This design comes from an exercise in tuning for small area and a short achievable clock period on the open sky130 flow, not from production work. Where RTL was checked, it was by simulation tests only, not by an equivalence proof against the original. Power and IR drop assume default switching activity.

==> inputs of trial 57 <==
// bbox_top
module bbox_top (
    input  logic         clk,
    input  logic         reset,
    input  logic         halt,
    input  logic [288:0] tri_in,
    input  logic [47:0]  screen,
    input  logic [3:0]   msaa,
    output logic [384:0] box_out
);
==> module bbox_screen_clip, before the edit <==
module bbox_screen_clip (
    input  logic [215:0] verts,
    input  logic [47:0]  screen,
    input  logic [2:0]   mask,
    input  logic [2:0]   ordx,
    input  logic [2:0]   ordy,
    input  logic         clx,
    input  logic         cly,
    output logic [95:0]  box
);
    logic [23:0] vx [3];
    logic [23:0] vy [3];
    logic [23:0] scr_x, scr_y;
    logic [23:0] mnx, mny, mxx, mxy;
    logic [23:0] ll_x, ll_y, ur_x, ur_y;
    assign {scr_x, scr_y} = screen;
    always_comb begin
        for (int v = 0; v < 3; v++) begin
            vx[v] = verts[72*v + 48 +: 24];
            vy[v] = verts[72*v + 24 +: 24];
        end
    end
    function automatic logic [23:0] pick_min(input logic [2:0] o,
                                             input logic [23:0] a,
                                             input logic [23:0] b,
                                             input logic [23:0] c);
        logic s0, s1, s2;
        s0 = o[0] & o[1];
        s1 = ~o[0] & o[2];
        s2 = ~(s0 | s1);
        pick_min = ({24{s0}} & a) | ({24{s1}} & b) | ({24{s2}} & c);
    endfunction
    function automatic logic [23:0] pick_max(input logic [2:0] o,
                                             input logic [23:0] a,
                                             input logic [23:0] b,
                                             input logic [23:0] c);
        logic s0, s1, s2;
        s0 = ~o[0] & ~o[1];
        s1 = o[0] & ~o[2];
        s2 = ~(s0 | s1);
        pick_max = ({24{s0}} & a) | ({24{s1}} & b) | ({24{s2}} & c);
    endfunction
    always_comb begin
        mnx = pick_min(ordx, vx[0], vx[1], vx[2]);
        mny = pick_min(ordy, vy[0], vy[1], vy[2]);
        mxx = pick_max(ordx, vx[0], vx[1], vx[2]);
        mxy = pick_max(ordy, vy[0], vy[1], vy[2]);
        ll_x = mnx[23] ? 24'd0 : {1'b0, mnx[22:10], mnx[9:7] & mask, 7'd0};
        ll_y = mny[23] ? 24'd0 : {1'b0, mny[22:10], mny[9:7] & mask, 7'd0};
        ur_x = clx ? scr_x : {mxx[23:10], mxx[9:7] & mask, 7'd0};
        ur_y = cly ? scr_y : {mxy[23:10], mxy[9:7] & mask, 7'd0};
    end
    assign box = {ll_x, ll_y, ur_x, ur_y};
endmodule
clock: 9.0 ns
lec_check: 0
cap_margin: 20
core_margin: 2
core_utilization: 65
cts_cluster_diameter: 100
cts_cluster_size: 30
place_density: 0.75
slew_margin: 20
standard.sh (not shown) runs the stock make flow with config.mk's settings and CLKGATE_MAP_FILE= SYNTH_SCRIPT=/design/flow/synth_recipe.tcl, a recipe that flattens the netlist after the stock synthesis.
==> flow/flow/run.sh <==
#!/bin/bash
# Standard ORFS layout (standard.sh, unchanged synthesis) with small port
# buffers and, after global placement (flow/post_gp.tcl), the output port
# buffers and the flip-flops that drive them moved to the ports and a
# balanced buffer tree for the flip-flop enables. repair_timing gets a
# setup target.
# The clock period and constraints stay the design's.
set -euo pipefail
bash standard.sh \
  BUFFER_PORTS_ARGS="-buffer_cell sky130_fd_sc_hd__buf_1" \
  POST_GLOBAL_PLACE_TCL="$(pwd)/flow/post_gp.tcl" \
  SETUP_SLACK_MARGIN=5.0 TNS_END_PERCENT=10 \
  finish > orfs_make.log 2>&1
==> flow/flow/out_pins.tcl <==
# Output port buffers and the flip-flops that drive them move to the port:
# the buffer just inside the core next to its pin, the flip-flop beside it,
# so both the flip-flop output and the buffer output see short wires.
# Detailed placement legalizes them afterwards.
proc op_fix {cell} {
  set block [ord::get_db_block]
  set master [[ord::get_db] findMaster $cell]
  set core [$block getCoreArea]
  set cx0 [$core xMin]; set cy0 [$core yMin]; set cx1 [$core xMax]; set cy1 [$core yMax]
  set moved 0
  foreach bt [$block getBTerms] {
    if {[$bt getIoType] ne "OUTPUT"} { continue }
    set net [$bt getNet]
    if {$net eq "NULL"} { continue }
    set buf ""
    foreach it [$net getITerms] { if {[$it isOutputSignal]} { set buf [$it getInst] } }
    if {$buf eq "" || ![regexp {^output[0-9]+$} [$buf getName]]} { continue }
    set in ""
    foreach it [$buf getITerms] { if {[$it isInputSignal]} { set in $it } }
    set drv ""
    set nload 0
    foreach it [[$in getNet] getITerms] {
      if {[$it isOutputSignal]} { set drv [$it getInst] } else { incr nload }
    }
    if {$drv eq "" || $nload != 1} { continue }
    set bb [$bt getBBox]
    set px [expr {([$bb xMin] + [$bb xMax]) / 2}]
    set py [expr {([$bb yMin] + [$bb yMax]) / 2}]
    # nearest point inside the core, and a step further in for the flip-flop
    set bx [expr {min(max($px, $cx0), $cx1 - 2000)}]
    set by [expr {min(max($py, $cy0), $cy1 - 2720)}]
    set fx $bx; set fy $by
    if {$px <= $cx0} { set fx [expr {$bx + 4000}] } elseif {$px >= $cx1} { set fx [expr {$bx - 12000}] }
    if {$py <= $cy0} { set fy [expr {$by + 2720}] } elseif {$py >= $cy1} { set fy [expr {$by - 2720}] }
    $buf swapMaster $master
    $buf setLocation $bx $by
    $buf setPlacementStatus PLACED
    if {[regexp {^u_out\.} [$drv getName]]} {
      $drv setLocation $fx $fy
      $drv setPlacementStatus PLACED
    }
    incr moved
  }
  puts "out_pins: moved $moved output buffers (and their flip-flops) to the ports as $cell"
}
==> flow/flow/post_gp.tcl <==
# POST_GLOBAL_PLACE hook: output port buffers with their flip-flops moved
# to the ports, then a balanced buffer tree for the flip-flop enables
source [file join [file dirname [info script]] halt_tree.tcl]
source [file join [file dirname [info script]] out_pins.tcl]
op_fix sky130_fd_sc_hd__buf_2
ht_build DE 16 6 sky130_fd_sc_hd__buf_4 sky130_fd_sc_hd__buf_8
Other scripts of this flow, unchanged in this note and not shown: flow/flow/halt_tree.tcl
==> trial 48: changes against trial 57 <==
==> flow/flow/run.sh (replaced) <==
#!/bin/bash
# Standard ORFS layout (standard.sh, unchanged synthesis) with small port
# buffers and, after global placement (flow/post_gp.tcl), a balanced buffer
# tree for the flip-flop enables and the output port buffers moved next to
# the flip-flops that drive them. repair_timing gets a tighter setup target.
# The clock period and constraints stay the design's.
set -euo pipefail
bash standard.sh \
  BUFFER_PORTS_ARGS="-buffer_cell sky130_fd_sc_hd__buf_1" \
  POST_GLOBAL_PLACE_TCL="$(pwd)/flow/post_gp.tcl" \
  SETUP_SLACK_MARGIN=6.3 TNS_END_PERCENT=10 \
  finish > orfs_make.log 2>&1
==> flow/flow/out_bufs.tcl (new file) <==
# Output port buffers: each moves next to the cell that drives it and
# becomes a stronger buffer, so the weak flip-flop output sees a short wire
# and the buffer drives the long wire to the pin. Detailed placement
# legalizes the moved buffers afterwards.
proc ob_fix {cell} {
  set block [ord::get_db_block]
  set master [[ord::get_db] findMaster $cell]
  set moved 0
  foreach bt [$block getBTerms] {
    if {[$bt getIoType] ne "OUTPUT"} { continue }
    set net [$bt getNet]
    if {$net eq "NULL"} { continue }
    set buf ""
    foreach it [$net getITerms] { if {[$it isOutputSignal]} { set buf [$it getInst] } }
    if {$buf eq "" || ![regexp {^output[0-9]+$} [$buf getName]]} { continue }
    set in ""
    foreach it [$buf getITerms] { if {[$it isInputSignal]} { set in $it } }
    set drv ""
    foreach it [[$in getNet] getITerms] { if {[$it isOutputSignal]} { set drv [$it getInst] } }
    if {$drv eq ""} { continue }
    set loc [$drv getLocation]
    $buf swapMaster $master
    $buf setLocation [lindex $loc 0] [lindex $loc 1]
    $buf setPlacementStatus PLACED
    incr moved
  }
  puts "out_bufs: moved $moved output buffers next to their drivers as $cell"
}
==> flow/flow/post_gp.tcl (replaced) <==
# POST_GLOBAL_PLACE hook: a balanced buffer tree for the flip-flop enables,
# and output port buffers moved next to their drivers
source [file join [file dirname [info script]] halt_tree.tcl]
source [file join [file dirname [info script]] out_bufs.tcl]
ht_build DE 16 6 sky130_fd_sc_hd__buf_4 sky130_fd_sc_hd__buf_8
ob_fix sky130_fd_sc_hd__buf_2
- CORE_UTILIZATION: 65 -> 60
- PLACE_DENSITY: 0.75 -> default
removed: flow/flow/out_pins.tcl
==> trial 58: changes against trial 57 <==
--- a/flow/design.v
+++ b/flow/design.v
@@ -69,4 +69,5 @@
     logic [23:0] mnx, mny, mxx, mxy;
     logic [23:0] ll_x, ll_y, ur_x, ur_y;
+    logic        negx, negy;
     assign {scr_x, scr_y} = screen;
     always_comb begin
@@ -101,6 +102,8 @@
         mxx = pick_max(ordx, vx[0], vx[1], vx[2]);
         mxy = pick_max(ordy, vy[0], vy[1], vy[2]);
-        ll_x = mnx[23] ? 24'd0 : {1'b0, mnx[22:10], mnx[9:7] & mask, 7'd0};
-        ll_y = mny[23] ? 24'd0 : {1'b0, mny[22:10], mny[9:7] & mask, 7'd0};
+        negx = vx[0][23] | vx[1][23] | vx[2][23];
+        negy = vy[0][23] | vy[1][23] | vy[2][23];
+        ll_x = negx ? 24'd0 : {1'b0, mnx[22:10], mnx[9:7] & mask, 7'd0};
+        ll_y = negy ? 24'd0 : {1'b0, mny[22:10], mny[9:7] & mask, 7'd0};
         ur_x = clx ? scr_x : {mxx[23:10], mxx[9:7] & mask, 7'd0};
         ur_y = cly ? scr_y : {mxy[23:10], mxy[9:7] & mask, 7'd0};
==> flow/flow/run.sh (replaced) <==
#!/bin/bash
# Standard ORFS layout (standard.sh, unchanged synthesis) with small port
# buffers and, after global placement (flow/post_gp.tcl), a balanced buffer
# tree for the flip-flop enables and the output port buffers moved next to
# the flip-flops that drive them. repair_timing gets a tighter setup target.
# The clock period and constraints stay the design's.
set -euo pipefail
bash standard.sh \
  BUFFER_PORTS_ARGS="-buffer_cell sky130_fd_sc_hd__buf_1" \
  POST_GLOBAL_PLACE_TCL="$(pwd)/flow/post_gp.tcl" \
  SETUP_SLACK_MARGIN=5.0 TNS_END_PERCENT=10 \
  finish > orfs_make.log 2>&1
==> flow/flow/out_bufs.tcl (new file) <==
# Output port buffers: each moves next to the cell that drives it and
# becomes a stronger buffer, so the weak flip-flop output sees a short wire
# and the buffer drives the long wire to the pin. Detailed placement
# legalizes the moved buffers afterwards.
proc ob_fix {cell} {
  set block [ord::get_db_block]
  set master [[ord::get_db] findMaster $cell]
  set moved 0
  foreach bt [$block getBTerms] {
    if {[$bt getIoType] ne "OUTPUT"} { continue }
    set net [$bt getNet]
    if {$net eq "NULL"} { continue }
    set buf ""
    foreach it [$net getITerms] { if {[$it isOutputSignal]} { set buf [$it getInst] } }
    if {$buf eq "" || ![regexp {^output[0-9]+$} [$buf getName]]} { continue }
    set in ""
    foreach it [$buf getITerms] { if {[$it isInputSignal]} { set in $it } }
    set drv ""
    foreach it [[$in getNet] getITerms] { if {[$it isOutputSignal]} { set drv [$it getInst] } }
    if {$drv eq ""} { continue }
    set loc [$drv getLocation]
    $buf swapMaster $master
    $buf setLocation [lindex $loc 0] [lindex $loc 1]
    $buf setPlacementStatus PLACED
    incr moved
  }
  puts "out_bufs: moved $moved output buffers next to their drivers as $cell"
}
==> flow/flow/post_gp.tcl (replaced) <==
# POST_GLOBAL_PLACE hook: a balanced buffer tree for the flip-flop enables,
# and output port buffers moved next to their drivers
source [file join [file dirname [info script]] halt_tree.tcl]
source [file join [file dirname [info script]] out_bufs.tcl]
ht_build DE 16 6 sky130_fd_sc_hd__buf_4 sky130_fd_sc_hd__buf_8
ob_fix sky130_fd_sc_hd__buf_2
removed: flow/flow/out_pins.tcl
==> flow_summary_export.csv <==
group,metric,value,unit
pwr,power.internal,0.007050,W
timing,timing.final.crit_share,0.3624,
layout,nFillCells,3112,
clocking,clock_latency,610,ps
setup_path,critPathArrivalTime,3610,ps
setup_path,slowest_delay,820,ps
layout,seq_share,0.7261,
timing,tightest_slew,1036,ps
layout,multi_input_cells,760,
setup_path,crit_end,"u_out.q_llx[9]$_SDFFCE_PP0N_",
pwr,netSwitchingFraction,0.2399,
status,outcome,"finished clean",
logic_synthesis,synthTopCellsByCount,"1054 x edfxtp_1, 127 x inv_1, 100 x a21oi_1",
worst_hold_path,worstHoldStart,"s1_pay[196]$_DFFE_PN_",
[end of results for trial 57]
==> flow_summary_export.csv <==
group,metric,value,unit
timing,timing.final.crit_share,0.3347,
pwr,netSwitchingFraction,0.2340,
pwr,power.internal,0.007085,W
setup_path,slowest_delay,440,ps
worst_hold_path,worstHoldStart,"s1_pay[47]$_DFFE_PN_",
timing,tightest_slew,1166,ps
status,outcome,"finished clean",
[end of results for trial 48]
==> flow_summary_export.csv <==
group,metric,value,unit
pwr,netSwitchingFraction,0.2335,
logic_synthesis,synthTopCellsByCount,"1054 x edfxtp_1, 127 x inv_1, 96 x ha_1",
clocking,clock_latency,610,ps
layout,multi_input_cells,754,
layout,nFillCells,3275,
status,outcome,"finished clean",
pwr,power.internal,0.006980,W
timing,tightest_slew,1062,ps
layout,seq_share,0.7284,
worst_hold_path,worstHoldStart,"s2_pay[159]$_DFFE_PN_",
timing,timing.final.crit_share,0.3370,
setup_path,crit_end,"box_out[224]",
setup_path,slowest_delay,420,ps
logic_synthesis,synth_flop_cell,"edfxtp_1",
[end of results for trial 58]
The RTL of trial 58 was laid out without a check of its function.

## port drivers added, routing unchanged
In the flow no input, the clock included, has a driving cell. The finished layouts below were timed again as built, in two steps.
Step 1 sets driving cells, clkbuf_16 on the clock port and buf_2 on the other inputs (assumed; they add their load-dependent delay and slew).
Step 2 times the ports against the registers' clock, not the clock port: input delays grow and output delays shrink by t, the midpoint of the rising clock arrivals with the driver on.
a / b / c = ideal / step 1 / step 2; a / b = the first two.
run | shift t [ns] | slack for setup (ns) | worst setup path at the end | latest minus earliest clock arrival (ns) | worst slew at a driven data input, ns
trial 57 | 0.675 | 5.738 / 5.738 / 5.594 | input to register | 0.034 / 0.034 | 0.17
trial 48 | 0.681 | 5.988 / 5.921 / 5.653 | input to register | 0.028 / 0.029 | 0.18
trial 58 | 0.667 | 5.967 / 5.904 / 5.695 | input to register | 0.035 / 0.035 | 0.17
After both steps every run listed still meets setup and hold. The setup slack of trial 48, which loses most, moves by -0.067 ns with the drivers and by -0.335 ns with both steps.
